This design comes from an exercise in tuning for a short achievable clock period and few clock cycles on the open sky130 flow, not from production work. Function was checked by simulation only, so behaviour that the tests miss may differ from the original. Power is estimated from default activity; no workload was simulated.

==> xenon <==
==> flow/design.v <==
module sprite_sequencer #(
    parameter int MAX_SPRITES  = 16,
    parameter int NUM_FRAMES   = 512,
    parameter int WIDTH        = 1280,
    parameter int HEIGHT       = 720,
    parameter int ANIM_DIV     = 6,
    parameter int MAX_ANIM_LEN = 8,
    localparam int IW = $clog2(MAX_SPRITES),
    localparam int FW = $clog2(NUM_FRAMES),
    localparam int XW = $clog2(WIDTH),
    localparam int YW = $clog2(HEIGHT),
    localparam int LW = $clog2(MAX_ANIM_LEN + 1)
) (
    input  logic          clk_pixel,
    input  logic          sys_rst,
    input  logic          new_frame,
    input  logic          wr_en,
    input  logic [IW-1:0] wr_index,
    input  logic          wr_active,
    input  logic [XW-1:0] wr_x,
    input  logic [YW-1:0] wr_y,
    input  logic [FW-1:0] wr_base_frame,
    input  logic [LW-1:0] wr_anim_len,
    input  logic          sprite_ready,
    output logic          sprite_valid,
    output logic [XW-1:0] sprite_x,
    output logic [YW-1:0] sprite_y,
    output logic [FW-1:0] sprite_frame_number,
    output logic [IW-1:0] sprite_index,
    output logic          busy,
    output logic          list_done,
    output logic          overrun
);
    localparam int N  = MAX_SPRITES;
    localparam int DW = (ANIM_DIV > 1) ? $clog2(ANIM_DIV) : 1;
    logic          busy_reg;
    logic [DW-1:0] div_reg;
    logic          step_reg;
    logic          overrun_reg;
    logic          list_done_reg;
    logic          valid_reg;
    logic [XW-1:0] x_reg;
    logic [YW-1:0] y_reg;
    logic [FW-1:0] frame_reg;
    logic [IW-1:0] index_reg;
    logic [N-1:0]  mask_reg;
    logic [N-1:0]  adv_pend_reg;
    logic [N-1:0]  act_next;
    logic [XW-1:0] x_arr     [N];
    logic [YW-1:0] y_arr     [N];
    logic [FW-1:0] frame_arr [N];
    logic          start, late_start, out_free, take, mask_any, scan_end, step_now;
    logic [N-1:0]  low, below, pick;
    always_comb begin
        below[0] = 1'b0;
        for (int i = 1; i < N; i++) below[i] = below[i-1] | mask_reg[i-1];
    end
    assign low      = mask_reg & ~below;
    assign mask_any = |mask_reg;
    assign start      = !busy_reg && new_frame;
    assign late_start = start && wr_en && !below[wr_index];
    assign out_free   = !valid_reg || sprite_ready;
    assign take       = (busy_reg && out_free) || (start && !late_start);
    assign pick       = take ? low : '0;
    assign scan_end   = busy_reg && out_free && !mask_any;
    assign step_now   = busy_reg ? step_reg : (div_reg == DW'(ANIM_DIV - 1));
    genvar gi;
    generate
        for (gi = 0; gi < N; gi++) begin : g_entry
            logic          active_reg;
            logic [XW-1:0] x_e_reg;
            logic [YW-1:0] y_e_reg;
            logic [FW-1:0] base_reg;
            logic [FW-1:0] frame_e_reg;
            logic [LW-1:0] len_reg;
            logic [LW-1:0] phase_reg;
            logic          wr_hit;
            logic          wrap;
            logic [LW-1:0] phase_inc;
            assign wr_hit    = wr_en && (wr_index == IW'(gi));
            assign phase_inc = phase_reg + LW'(1);
            assign wrap      = (phase_inc >= ((len_reg == '0) ? LW'(1) : len_reg));
            always_ff @(posedge clk_pixel or posedge sys_rst) begin
                if (sys_rst) begin
                    active_reg <= 1'b0;
                end else if (wr_hit) begin
                    active_reg <= wr_active;
                end
            end
            always_ff @(posedge clk_pixel) begin
                if (wr_hit) begin
                    x_e_reg     <= wr_x;
                    y_e_reg     <= wr_y;
                    base_reg    <= wr_base_frame;
                    frame_e_reg <= wr_base_frame;
                    len_reg     <= wr_anim_len;
                    phase_reg   <= '0;
                end else if (adv_pend_reg[gi]) begin
                    phase_reg   <= wrap ? '0 : phase_inc;
                    frame_e_reg <= wrap ? base_reg : frame_e_reg + FW'(1);
                end
            end
            assign act_next[gi]  = wr_hit ? wr_active : active_reg;
            assign x_arr[gi]     = x_e_reg;
            assign y_arr[gi]     = y_e_reg;
            assign frame_arr[gi] = frame_e_reg;
        end
    endgenerate
    logic [XW-1:0] x_sel;
    logic [YW-1:0] y_sel;
    logic [FW-1:0] frame_sel;
    logic [IW-1:0] index_sel;
    always_comb begin
        x_sel     = '0;
        y_sel     = '0;
        frame_sel = '0;
        index_sel = '0;
        for (int i = 0; i < N; i++) begin
            x_sel     = x_sel     | (x_arr[i]     & {XW{low[i]}});
            y_sel     = y_sel     | (y_arr[i]     & {YW{low[i]}});
            frame_sel = frame_sel | (frame_arr[i] & {FW{low[i]}});
            index_sel = index_sel | (IW'(i)       & {IW{low[i]}});
        end
    end
    always_ff @(posedge clk_pixel or posedge sys_rst) begin
        if (sys_rst) begin
            busy_reg      <= 1'b0;
            div_reg       <= '0;
            step_reg      <= 1'b0;
            overrun_reg   <= 1'b0;
            list_done_reg <= 1'b0;
            mask_reg      <= '0;
            valid_reg     <= 1'b0;
            adv_pend_reg  <= '0;
        end else begin
            list_done_reg <= scan_end;
            adv_pend_reg  <= step_now ? pick : '0;
            if (busy_reg && new_frame) begin
                overrun_reg <= 1'b1;
            end
            if (start) begin
                busy_reg <= 1'b1;
                if (div_reg == DW'(ANIM_DIV - 1)) begin
                    div_reg  <= '0;
                    step_reg <= 1'b1;
                end else begin
                    div_reg  <= div_reg + DW'(1);
                    step_reg <= 1'b0;
                end
            end else if (scan_end) begin
                busy_reg <= 1'b0;
            end
            if (take && mask_any) begin
                mask_reg  <= (busy_reg ? mask_reg : act_next) & ~low;
                valid_reg <= 1'b1;
            end else begin
                if (!busy_reg || scan_end) begin
                    mask_reg <= act_next;
                end
                if (take) begin
                    valid_reg <= 1'b0;
                end
            end
        end
    end
    always_ff @(posedge clk_pixel) begin
        if (out_free) begin
            x_reg     <= x_sel;
            y_reg     <= y_sel;
            frame_reg <= frame_sel;
            index_reg <= index_sel;
        end
    end
    assign sprite_valid        = valid_reg;
    assign sprite_x            = x_reg;
    assign sprite_y            = y_reg;
    assign sprite_frame_number = frame_reg;
    assign sprite_index        = index_reg;
    assign busy                = busy_reg;
    assign list_done           = list_done_reg;
    assign overrun             = overrun_reg;
endmodule
==> flow/run.sh <==
#!/bin/bash
# synth_recipe.tcl (not shown) runs the flow's synth.tcl, then flattens the netlist and writes it again
# the make line also repeats each setting of config.mk as NAME=value (left out here)
make -C /OpenROAD-flow-scripts/flow DESIGN_CONFIG=/design/flow/config.mk WORK_HOME=/design/flow/orfs CLKGATE_MAP_FILE= SYNTH_SCRIPT=/design/flow/synth_recipe.tcl finish
==> flow/config.mk <==
export PLATFORM = sky130hd
export DESIGN_NAME = sprite_sequencer
export DESIGN_NICKNAME = sprite_sequencer
export VERILOG_FILES = /design/flow/design.v
export SDC_FILE = /design/flow/constraint.sdc
export NUM_CORES = 4
export LEC_CHECK = 0
export ABC_CLOCK_PERIOD_IN_PS = 1500
export CAP_MARGIN = 20
export CORE_MARGIN = 2
export CORE_UTILIZATION = 45
export CTS_CLUSTER_DIAMETER = 80
export CTS_CLUSTER_SIZE = 24
export SETUP_SLACK_MARGIN = 4.0
export SLEW_MARGIN = 20
export TNS_END_PERCENT = 100
==> flow/constraint.sdc <==
create_clock -name core_clock -period 6.0 [get_ports {clk_pixel}]
set_input_delay 1.2000 -clock core_clock [delete_from_list [all_inputs] [get_ports {clk_pixel}]]
set_output_delay 1.2000 -clock core_clock [all_outputs]
set_load 0.01 [all_outputs]
==> inputs of cedar, as changes to xenon <==
--- a/flow/design.v
+++ b/flow/design.v
@@ -45,5 +45,6 @@
     logic [IW-1:0] index_reg;
     logic [N-1:0]  mask_reg;
-    logic [N-1:0]  adv_pend_reg;
+    logic [N-1:0]  low_reg;
+    logic          took_step_reg;
     logic [N-1:0]  act_next;
     logic [XW-1:0] x_arr     [N];
@@ -51,5 +52,5 @@
     logic [FW-1:0] frame_arr [N];
     logic          start, late_start, out_free, take, mask_any, scan_end, step_now;
-    logic [N-1:0]  low, below, pick;
+    logic [N-1:0]  low, below;
     always_comb begin
         below[0] = 1'b0;
@@ -62,5 +63,4 @@
     assign out_free   = !valid_reg || sprite_ready;
     assign take       = (busy_reg && out_free) || (start && !late_start);
-    assign pick       = take ? low : '0;
     assign scan_end   = busy_reg && out_free && !mask_any;
     assign step_now   = busy_reg ? step_reg : (div_reg == DW'(ANIM_DIV - 1));
@@ -96,5 +96,5 @@
                     len_reg     <= wr_anim_len;
                     phase_reg   <= '0;
-                end else if (adv_pend_reg[gi]) begin
+                end else if (took_step_reg && low_reg[gi]) begin
                     phase_reg   <= wrap ? '0 : phase_inc;
                     frame_e_reg <= wrap ? base_reg : frame_e_reg + FW'(1);
@@ -132,8 +132,10 @@
             mask_reg      <= '0;
             valid_reg     <= 1'b0;
-            adv_pend_reg  <= '0;
+            low_reg       <= '0;
+            took_step_reg <= 1'b0;
         end else begin
             list_done_reg <= scan_end;
-            adv_pend_reg  <= step_now ? pick : '0;
+            low_reg       <= low;
+            took_step_reg <= take && step_now;
             if (busy_reg && new_frame) begin
                 overrun_reg <= 1'b1;
@@ -164,6 +166,11 @@
         end
     end
-    always_ff @(posedge clk_pixel) begin
-        if (out_free) begin
+    always_ff @(posedge clk_pixel or posedge sys_rst) begin
+        if (sys_rst) begin
+            x_reg     <= '0;
+            y_reg     <= '0;
+            frame_reg <= '0;
+            index_reg <= '0;
+        end else if (out_free) begin
             x_reg     <= x_sel;
             y_reg     <= y_sel;
- ABC_CLOCK_PERIOD_IN_PS: 1500 -> 2000
- CORE_UTILIZATION: 45 -> 50
- CTS_CLUSTER_DIAMETER: 80 -> 100
- CTS_CLUSTER_SIZE: 24 -> 30
- GPL_ROUTABILITY_DRIVEN: unset -> 0
- PLACE_DENSITY: unset -> 0.75
- SETUP_SLACK_MARGIN: 4.0 -> 3.6
==> inputs of willow, as changes to xenon <==
--- a/flow/design.v
+++ b/flow/design.v
@@ -45,11 +45,12 @@
     logic [IW-1:0] index_reg;
     logic [N-1:0]  mask_reg;
-    logic [N-1:0]  adv_pend_reg;
+    logic [N-1:0]  act_vec;
     logic [N-1:0]  act_next;
     logic [XW-1:0] x_arr     [N];
     logic [YW-1:0] y_arr     [N];
     logic [FW-1:0] frame_arr [N];
-    logic          start, late_start, out_free, take, mask_any, scan_end, step_now;
-    logic [N-1:0]  low, below, pick;
+    logic          start, out_free, take, mask_any, scan_end, step_now;
+    logic [N-1:0]  low;
+    logic [N-1:0]  below;
     always_comb begin
         below[0] = 1'b0;
@@ -58,11 +59,9 @@
     assign low      = mask_reg & ~below;
     assign mask_any = |mask_reg;
-    assign start      = !busy_reg && new_frame;
-    assign late_start = start && wr_en && !below[wr_index];
-    assign out_free   = !valid_reg || sprite_ready;
-    assign take       = (busy_reg && out_free) || (start && !late_start);
-    assign pick       = take ? low : '0;
-    assign scan_end   = busy_reg && out_free && !mask_any;
-    assign step_now   = busy_reg ? step_reg : (div_reg == DW'(ANIM_DIV - 1));
+    assign start    = !busy_reg && new_frame;
+    assign out_free = !valid_reg || sprite_ready;
+    assign take     = (busy_reg && out_free) || (start && !wr_en);
+    assign scan_end = busy_reg && out_free && !mask_any;
+    assign step_now = busy_reg ? step_reg : (div_reg == DW'(ANIM_DIV - 1));
     genvar gi;
     generate
@@ -76,7 +75,9 @@
             logic [LW-1:0] phase_reg;
             logic          wr_hit;
+            logic          adv_hit;
             logic          wrap;
             logic [LW-1:0] phase_inc;
             assign wr_hit    = wr_en && (wr_index == IW'(gi));
+            assign adv_hit   = take && low[gi] && step_now;
             assign phase_inc = phase_reg + LW'(1);
             assign wrap      = (phase_inc >= ((len_reg == '0) ? LW'(1) : len_reg));
@@ -96,9 +97,10 @@
                     len_reg     <= wr_anim_len;
                     phase_reg   <= '0;
-                end else if (adv_pend_reg[gi]) begin
+                end else if (adv_hit) begin
                     phase_reg   <= wrap ? '0 : phase_inc;
                     frame_e_reg <= wrap ? base_reg : frame_e_reg + FW'(1);
                 end
             end
+            assign act_vec[gi]   = active_reg;
             assign act_next[gi]  = wr_hit ? wr_active : active_reg;
             assign x_arr[gi]     = x_e_reg;
@@ -132,8 +134,6 @@
             mask_reg      <= '0;
             valid_reg     <= 1'b0;
-            adv_pend_reg  <= '0;
         end else begin
             list_done_reg <= scan_end;
-            adv_pend_reg  <= step_now ? pick : '0;
             if (busy_reg && new_frame) begin
                 overrun_reg <= 1'b1;
@@ -152,5 +152,5 @@
             end
             if (take && mask_any) begin
-                mask_reg  <= (busy_reg ? mask_reg : act_next) & ~low;
+                mask_reg  <= mask_reg & ~low;
                 valid_reg <= 1'b1;
             end else begin
@@ -165,5 +165,5 @@
     end
     always_ff @(posedge clk_pixel) begin
-        if (out_free) begin
+        if (take && mask_any) begin
             x_reg     <= x_sel;
             y_reg     <= y_sel;
- ABC_CLOCK_PERIOD_IN_PS: 1500 -> unset
- CORE_UTILIZATION: 45 -> 30
- CTS_CLUSTER_DIAMETER: 80 -> unset
- CTS_CLUSTER_SIZE: 24 -> unset
- SETUP_SLACK_MARGIN: 4.0 -> unset
- TNS_END_PERCENT: 100 -> unset
==> comparison table <==
	xenon	willow	cedar
Setup CP Type	reg2reg	in2reg	reg2reg
Site Rows	105	128	99
Sequential portion of the cell area	51.4%	56.5%	56.3%
Placed Cells incl. Taps	3902	4480	3777
First-pass DRT Iterations	6	5	17
Clock insertion delay at the later pin of the skew report	0.64 ns	0.68 ns	0.63 ns
Leak pwr	17.2 nW	14.6 nW	15.6 nW
Largest stage delay, worst path	0.58 ns	0.95 ns	0.81 ns
Area enclosed by the die boundary	0.0848 sq mm	0.126 sq mm	0.0761 sq mm
Vias after detailed routing	25.7k	23.8k	25.7k
Share of the cycle needed by the critical path after routing	43.6%	61.4%	43.3%
Main power group	combinational logic	registers	registers
Worst endpoint data arrival time	3.09 ns	3.98 ns	3.08 ns
Slew at the pin closest to its max-slew limit	1.04 ns	1.08 ns	0.994 ns
Worst min-delay path startpoint	g_entry[6].phase_reg[3]	g_entry[7].phase_reg[3]	g_entry[5].phase_reg[3]
Y dimension of the die	291 um	354 um	276 um
Synth top area share	58.4%	58.8%	55.9%
Number of vias per cell after detailed routing	5.91	5.12	6.41
Worst setup margin	3.39 ns	2.32 ns	3.40 ns
Worst setup path startpoint	mask_reg[2]	wr_index[1]	mask_reg[5]
Total area of sequential cells	0.0245 sq mm	0.0240 sq mm	0.0243 sq mm
Time the worst path needs with I/O delays and setup	2.61 ns	3.68 ns	2.60 ns
Clock transition at path regs	0.10 ns	0.06 ns	0.12 ns
Outcome	finished clean	finished clean	finished clean
Capturing element of the worst setup path	adv_pend_reg[8]	g_entry[9].y_e_reg[0]	frame_reg[0]
Post-synthesis share of cell area spent on and, or, nand and nor gates	9.28%	10.9%	8.15%
Testbench counts of xenon, summed over its fixed seeds: cycles 50,115.
Testbench counts of cedar, summed over its fixed seeds: cycles 50,115.
Testbench counts of willow, summed over its fixed seeds: cycles 51,380.

==> afterwards: timing with drivers on the ports <==
In the flow no input, the clock included, has a driving cell. The finished layouts below were timed again as built, in two steps.
Step 1 sets driving cells, clkbuf_16 on the clock port and buf_2 on the other inputs (assumed; they add their load-dependent delay and slew).
Step 2, shift: input delay + t, output delay - t, t = (earliest + latest rising clock arrival at the registers) / 2. This alone moves slack from input paths to output paths.
a / b / c = ideal ports / drivers / drivers and shift; a / b = the first two.
run | t, ns | setup WS [ns] | clock arrival spread, ns | pins driven straight from the clock port
xenon | 0.683 | 3.386 / 3.386 / 2.805 | 0.044 / 0.044 | 1
cedar | 0.667 | 3.405 / 3.405 / 2.906 | 0.053 / 0.053 | 1
willow | 0.722 | 2.317 / 2.297 / 1.574 | 0.041 / 0.041 | 1
After both steps setup and hold are still met in every run listed. For willow, which loses most, drivers alone change the setup slack by -0.020 ns; drivers and shift together by -0.743 ns.
